Source: an optimization exercise on an open RTL-to-GDS flow (aim: small area, a short achievable clock period and few clock cycles per item). Production flows keep margins and buffers that such runs may drop. At most, simulation tests tie the RTL to the original design; equivalence was not proved. Power figures rest on the tool's default switching activity, not on a simulated workload.

==> 08-17: inputs <==
==> flow/design.v (excerpt) <==
module segment_address_translation_core (
    input  logic                         i_clk,
    input  logic                         i_rst_n,
    input  logic                         i_cfg_valid,
    output logic                         o_cfg_ready,
    input  logic [sat_pkg::DATA_W-1:0]   i_cfg_data,
    input  logic                         i_valid,
    output logic                         o_ready,
    input  logic                         i_action,
    input  logic [sat_pkg::DATA_W-1:0]   i_logical_address,
    input  logic [sat_pkg::DATA_W-1:0]   i_byte_count,
    input  logic [sat_pkg::SLOT_W-1:0]   i_entry_slot,
    input  logic [sat_pkg::ID_W-1:0]     i_entry_id,
    input  logic [sat_pkg::DATA_W-1:0]   i_entry_base,
    input  logic [sat_pkg::DATA_W-1:0]   i_entry_size,
    input  logic                         i_entry_valid,
    output logic                         o_valid,
    input  logic                         i_ready,
    output logic [sat_pkg::DATA_W-1:0]   o_physical_address,
    output logic                         o_fault,
    output logic [sat_pkg::DATA_W-1:0]   o_segment_number,
    output logic [sat_pkg::DATA_W-1:0]   o_offset
);
    localparam logic [16:0] RP = sat_pkg::DIV_REGPOS;
    localparam logic [16:0] CP = sat_pkg::DIV_COPYPOS;
    logic        adv;
    logic        in_fire;
    logic        div_busy;
    logic [15:0] r_max_seg;
    logic [15:0] r_div;
  ...
==> flow/config.mk <==
export PLATFORM = sky130hd
export DESIGN_NAME = segment_address_translation_core
export DESIGN_NICKNAME = segment_address_translation_core
export VERILOG_FILES = /design/flow/design.v
export SDC_FILE = /design/flow/constraint.sdc
export NUM_CORES = 4
export LEC_CHECK = 0
export CAP_MARGIN = 20
export CORE_MARGIN = 2
export CORE_UTILIZATION = 55
export CTS_BUF_LIST = sky130_fd_sc_hd__clkbuf_4 sky130_fd_sc_hd__clkbuf_8
export SETUP_SLACK_MARGIN = 1.9
export SLEW_MARGIN = 20
==> flow/constraint.sdc <==
create_clock -name core_clock -period 5.0 [get_ports {i_clk}]
set_input_delay 1.0000 -clock core_clock [delete_from_list [all_inputs] [get_ports {i_clk}]]
set_output_delay 1.0000 -clock core_clock [all_outputs]
set_load 0.01 [all_outputs]
run.sh (not shown) runs the stock make flow with config.mk's settings and CLKGATE_MAP_FILE= SYNTH_SCRIPT=/design/flow/synth_recipe.tcl, a recipe that flattens the netlist after the stock synthesis.
==> inputs of 08-12, as changes to 08-17 <==
--- a/flow/design.v
+++ b/flow/design.v
@@ -2,11 +2,11 @@
     localparam int SEGMENTS   = 16;
     localparam int DATA_W     = 16;
     localparam int ID_W       = 8;
     localparam int SLOT_W     = 4;
     localparam logic [DATA_W-1:0] MAX_SEG_RESET = 16'd64;
-    localparam logic [16:0] DIV_REGPOS = 17'b0_1111_1111_1111_1000;
+    localparam logic [16:0] DIV_REGPOS = 17'b1_1111_1111_1111_1000;
     localparam logic [16:0] DIV_COPYPOS = 17'b0_0001_0010_0100_1000;
 endpackage
 module sat_div_step #(
     parameter int STEP = 0
 ) (
@@ -202,34 +202,27 @@
         end else begin : g_dn
             assign nD[p*16 +: 16] = nD[(p-1)*16 +: 16];
         end
     end
     assign div_busy = |busy_at;
-    logic [16:0] r_cd15;
-    always_ff @(posedge i_clk) begin
-        if (adv) r_cd15 <= {1'b0, nC[14*16 +: 16]} - {1'b0, nD[14*16 +: 16]};
-    end
     logic        m_v, m_ld;
     logic [15:0] m_q, m_r, m_c;
     logic [12:0] m_x;
     logic        m_hit;
     logic [15:0] m_sel;
-    logic [15:0] m_t;
-    logic [16:0] m_sum_keep, m_sum_sub;
+    logic [16:0] m_sum;
     assign m_v  = nv[16];
     assign m_ld = nld[16];
     assign m_q  = nQ[16*16 +: 16];
     assign m_r  = nR[16*16 +: 16];
     assign m_c  = nC[16*16 +: 16];
     assign m_x  = m_q[15:3];
     logic [15:0]  t_live;
     logic [127:0] t_ids;
     logic [15:0]  t_base [16];
     logic [15:0]  t_size [16];
-    assign m_t        = {nR[15*16 +: 15], nQ[15*16 + 15]};
-    assign m_sum_keep = {1'b0, m_t} + {1'b0, m_c};
-    assign m_sum_sub  = {1'b0, m_t} + r_cd15;
+    assign m_sum = {1'b0, m_r} + {1'b0, m_c};
     sat_match u_match (
         .i_key  (m_q),
         .i_live (t_live),
         .i_ids  (t_ids),
         .o_hit  (m_hit),
@@ -247,18 +240,18 @@
         end
     end
     always_ff @(posedge i_clk) begin
         if (t_we) begin
             t_ids[t_slot*8 +: 8] <= m_x[7:0];
-            t_base[t_slot]       <= m_t;
+            t_base[t_slot]       <= m_r;
             t_size[t_slot]       <= m_c;
         end
     end
     logic        f_v, f_ld, f_hit;
     logic [15:0] f_sel;
     logic [15:0] f_q, f_r;
-    logic [16:0] f_sum_keep, f_sum_sub;
+    logic [16:0] f_sum;
     always_ff @(posedge i_clk) begin
         if (!i_rst_n)  f_v <= 1'b0;
         else if (adv)  f_v <= m_v;
     end
     always_ff @(posedge i_clk) begin
@@ -266,39 +259,35 @@
             f_ld  <= m_ld;
             f_hit <= m_hit;
             f_sel <= m_sel;
             f_q   <= m_q;
             f_r   <= m_r;
-            f_sum_keep <= m_sum_keep;
-            f_sum_sub  <= m_sum_sub;
+            f_sum  <= m_sum;
         end
     end
     logic [15:0] f_base, f_size;
-    logic        f_fault;
     always_comb begin
         f_base = '0;
         f_size = '0;
         for (int i = 0; i < 16; i++) begin
             f_base = f_base | ({16{f_sel[i]}} & t_base[i]);
             f_size = f_size | ({16{f_sel[i]}} & t_size[i]);
         end
     end
-    assign f_fault = !f_hit || (f_q[0] ? (f_sum_sub  > {1'b0, f_size})
-                                       : (f_sum_keep > {1'b0, f_size}));
     logic        g_v, g_ld, g_fault;
     logic [15:0] g_base, g_q, g_r;
     always_ff @(posedge i_clk) begin
         if (!i_rst_n)  g_v <= 1'b0;
         else if (adv)  g_v <= f_v;
     end
     always_ff @(posedge i_clk) begin
         if (adv) begin
-            g_ld    <= f_ld;
-            g_fault <= f_fault;
-            g_base  <= f_base;
-            g_q     <= f_ld ? '0 : f_q;
-            g_r     <= f_ld ? '0 : f_r;
+            g_ld   <= f_ld;
+            g_fault <= !f_hit || (f_sum > {1'b0, f_size});
+            g_base <= f_base;
+            g_q    <= f_ld ? '0 : f_q;
+            g_r    <= f_ld ? '0 : f_r;
         end
     end
     always_ff @(posedge i_clk) begin
         if (!i_rst_n)  r_out_valid <= 1'b0;
         else if (adv)  r_out_valid <= g_v;
CTS_BUF_LIST = sky130_fd_sc_hd__clkbuf_8 sky130_fd_sc_hd__clkbuf_16   (was sky130_fd_sc_hd__clkbuf_4 sky130_fd_sc_hd__clkbuf_8)
CTS_CLUSTER_DIAMETER = 80   (was unset)
CTS_CLUSTER_SIZE = 24   (was unset)
SETUP_SLACK_MARGIN = 2.2   (was 1.9)
==> inputs of 10-18, as changes to 08-17 <==
--- a/flow/design.v
+++ b/flow/design.v
@@ -2,12 +2,12 @@
     localparam int SEGMENTS   = 16;
     localparam int DATA_W     = 16;
     localparam int ID_W       = 8;
     localparam int SLOT_W     = 4;
     localparam logic [DATA_W-1:0] MAX_SEG_RESET = 16'd64;
-    localparam logic [16:0] DIV_REGPOS = 17'b0_1111_1111_1111_1000;
-    localparam logic [16:0] DIV_COPYPOS = 17'b0_0001_0010_0100_1000;
+    localparam logic [16:0] DIV_REGPOS = 17'b1_1111_1111_1111_1000;
+    localparam logic [16:0] DIV_COPYPOS = 17'b0_0001_0001_0000_1000;
 endpackage
 module sat_div_step #(
     parameter int STEP = 0
 ) (
     input  logic [15:0] i_rem,
@@ -202,34 +202,27 @@
         end else begin : g_dn
             assign nD[p*16 +: 16] = nD[(p-1)*16 +: 16];
         end
     end
     assign div_busy = |busy_at;
-    logic [16:0] r_cd15;
-    always_ff @(posedge i_clk) begin
-        if (adv) r_cd15 <= {1'b0, nC[14*16 +: 16]} - {1'b0, nD[14*16 +: 16]};
-    end
     logic        m_v, m_ld;
     logic [15:0] m_q, m_r, m_c;
     logic [12:0] m_x;
     logic        m_hit;
     logic [15:0] m_sel;
-    logic [15:0] m_t;
-    logic [16:0] m_sum_keep, m_sum_sub;
+    logic [16:0] m_sum;
     assign m_v  = nv[16];
     assign m_ld = nld[16];
     assign m_q  = nQ[16*16 +: 16];
     assign m_r  = nR[16*16 +: 16];
     assign m_c  = nC[16*16 +: 16];
     assign m_x  = m_q[15:3];
     logic [15:0]  t_live;
     logic [127:0] t_ids;
     logic [15:0]  t_base [16];
     logic [15:0]  t_size [16];
-    assign m_t        = {nR[15*16 +: 15], nQ[15*16 + 15]};
-    assign m_sum_keep = {1'b0, m_t} + {1'b0, m_c};
-    assign m_sum_sub  = {1'b0, m_t} + r_cd15;
+    assign m_sum = {1'b0, m_r} + {1'b0, m_c};
     sat_match u_match (
         .i_key  (m_q),
         .i_live (t_live),
         .i_ids  (t_ids),
         .o_hit  (m_hit),
@@ -247,18 +240,18 @@
         end
     end
     always_ff @(posedge i_clk) begin
         if (t_we) begin
             t_ids[t_slot*8 +: 8] <= m_x[7:0];
-            t_base[t_slot]       <= m_t;
+            t_base[t_slot]       <= m_r;
             t_size[t_slot]       <= m_c;
         end
     end
     logic        f_v, f_ld, f_hit;
     logic [15:0] f_sel;
     logic [15:0] f_q, f_r;
-    logic [16:0] f_sum_keep, f_sum_sub;
+    logic [16:0] f_sum;
     always_ff @(posedge i_clk) begin
         if (!i_rst_n)  f_v <= 1'b0;
         else if (adv)  f_v <= m_v;
     end
     always_ff @(posedge i_clk) begin
@@ -266,41 +259,42 @@
             f_ld  <= m_ld;
             f_hit <= m_hit;
             f_sel <= m_sel;
             f_q   <= m_q;
             f_r   <= m_r;
-            f_sum_keep <= m_sum_keep;
-            f_sum_sub  <= m_sum_sub;
+            f_sum  <= m_sum;
         end
     end
     logic [15:0] f_base, f_size;
-    logic        f_fault;
     always_comb begin
         f_base = '0;
         f_size = '0;
         for (int i = 0; i < 16; i++) begin
             f_base = f_base | ({16{f_sel[i]}} & t_base[i]);
             f_size = f_size | ({16{f_sel[i]}} & t_size[i]);
         end
     end
-    assign f_fault = !f_hit || (f_q[0] ? (f_sum_sub  > {1'b0, f_size})
-                                       : (f_sum_keep > {1'b0, f_size}));
-    logic        g_v, g_ld, g_fault;
-    logic [15:0] g_base, g_q, g_r;
+    logic        g_v, g_ld, g_hit;
+    logic [15:0] g_base, g_size, g_q, g_r;
+    logic [16:0] g_sum;
     always_ff @(posedge i_clk) begin
         if (!i_rst_n)  g_v <= 1'b0;
         else if (adv)  g_v <= f_v;
     end
     always_ff @(posedge i_clk) begin
         if (adv) begin
-            g_ld    <= f_ld;
-            g_fault <= f_fault;
-            g_base  <= f_base;
-            g_q     <= f_ld ? '0 : f_q;
-            g_r     <= f_ld ? '0 : f_r;
+            g_ld   <= f_ld;
+            g_hit  <= f_hit;
+            g_base <= f_base;
+            g_size <= f_size;
+            g_sum  <= f_sum;
+            g_q    <= f_ld ? '0 : f_q;
+            g_r    <= f_ld ? '0 : f_r;
         end
     end
+    logic g_fault;
+    assign g_fault = !g_hit || (g_sum > {1'b0, g_size});
     always_ff @(posedge i_clk) begin
         if (!i_rst_n)  r_out_valid <= 1'b0;
         else if (adv)  r_out_valid <= g_v;
     end
     always_ff @(posedge i_clk) begin
CTS_BUF_LIST = sky130_fd_sc_hd__clkbuf_8 sky130_fd_sc_hd__clkbuf_16   (was sky130_fd_sc_hd__clkbuf_4 sky130_fd_sc_hd__clkbuf_8)
CTS_CLUSTER_DIAMETER = 80   (was unset)
CTS_CLUSTER_SIZE = 24   (was unset)
SETUP_SLACK_MARGIN = 2.3   (was 1.9)
==> summary of the runs <==
Hold slack: 08-17 < 10-18 < 08-12.
The highest combinational power belongs to 08-17, the lowest to 08-12.
Of 10-18 and 08-12, 10-18 has the higher maximum frequency (gap 22%, measured against 08-12).
Between 08-12 and 08-17, the lower global-route usage is in 08-12 (gap 1.2 points).
Against 10-18, the final cell count of 08-17 is higher by about 7%.
==> figures <==
                                                                                10-18                    08-12                    08-17
Run status                                                    complete, no violations  complete, no violations  complete, no violations
Critical path data arrival time                                               3.14 ns                  3.74 ns                  3.88 ns
Share of synthesized area occupied by flip-flops and latches                    0.736                    0.737                    0.714
Final non-filler cell area                                                72600 sq um              71600 sq um              75400 sq um
Met3 wirelength from detailed routing                                         7.35 mm                  7.33 mm                  8.90 mm
Peak supply drop                                                             0.332 mV                 0.298 mV                 0.252 mV
Detailed placement HPWL                                                       74.8 mm                  80.4 mm                  86.9 mm
Number of buffers inserted to repair setup after CTS                               86                      112                       73
Area share of xor/xnor cells in the synthesized design                         0.0533                   0.0554                   0.0567
Final core utilization                                                          0.628                    0.629                    0.649
Resized Gates After CTS                                                           154                      119                      115
Synthesized net count                                                            4297                     4261                     4439
Testbench counts of 10-18, summed over its fixed seeds: cycles 4,936, items 4,800.
The RTL of 08-17 and 08-12 was laid out without a check of its function.

-- what the ideal ports hide --
Ports are ideal in the flow. The routed layouts listed here were re-timed in OpenROAD.
Step 1 (the two cells are an assumption about what drives the block):
set clk [get_ports {i_clk}]
set_driving_cell -lib_cell sky130_fd_sc_hd__clkbuf_16 $clk
set_driving_cell -lib_cell sky130_fd_sc_hd__buf_2 [delete_from_list [all_inputs] $clk]
Step 2, shift: input delay + t, output delay - t, t = (earliest + latest rising clock arrival at the registers) / 2. This alone moves slack from input paths to output paths.
a / b / c = ideal / step 1 / step 2; a / b = the first two.
run	shift t [ns]	setup slack, ns	hold slack, ns	pins driven straight from the clock port
08-17	0.958	1.804 / 1.804 / 1.155	0.337 / 0.337 / 0.337	1
08-12	0.754	1.711 / 1.711 / 1.463	0.351 / 0.351 / 0.351	1
10-18	0.756	2.300 / 2.310 / 1.589	0.347 / 0.347 / 0.347	1
After both steps setup and hold are still met in every run listed. The setup slack of 10-18, which loses most, moves by +0.010 ns with the drivers and by -0.711 ns with both steps.
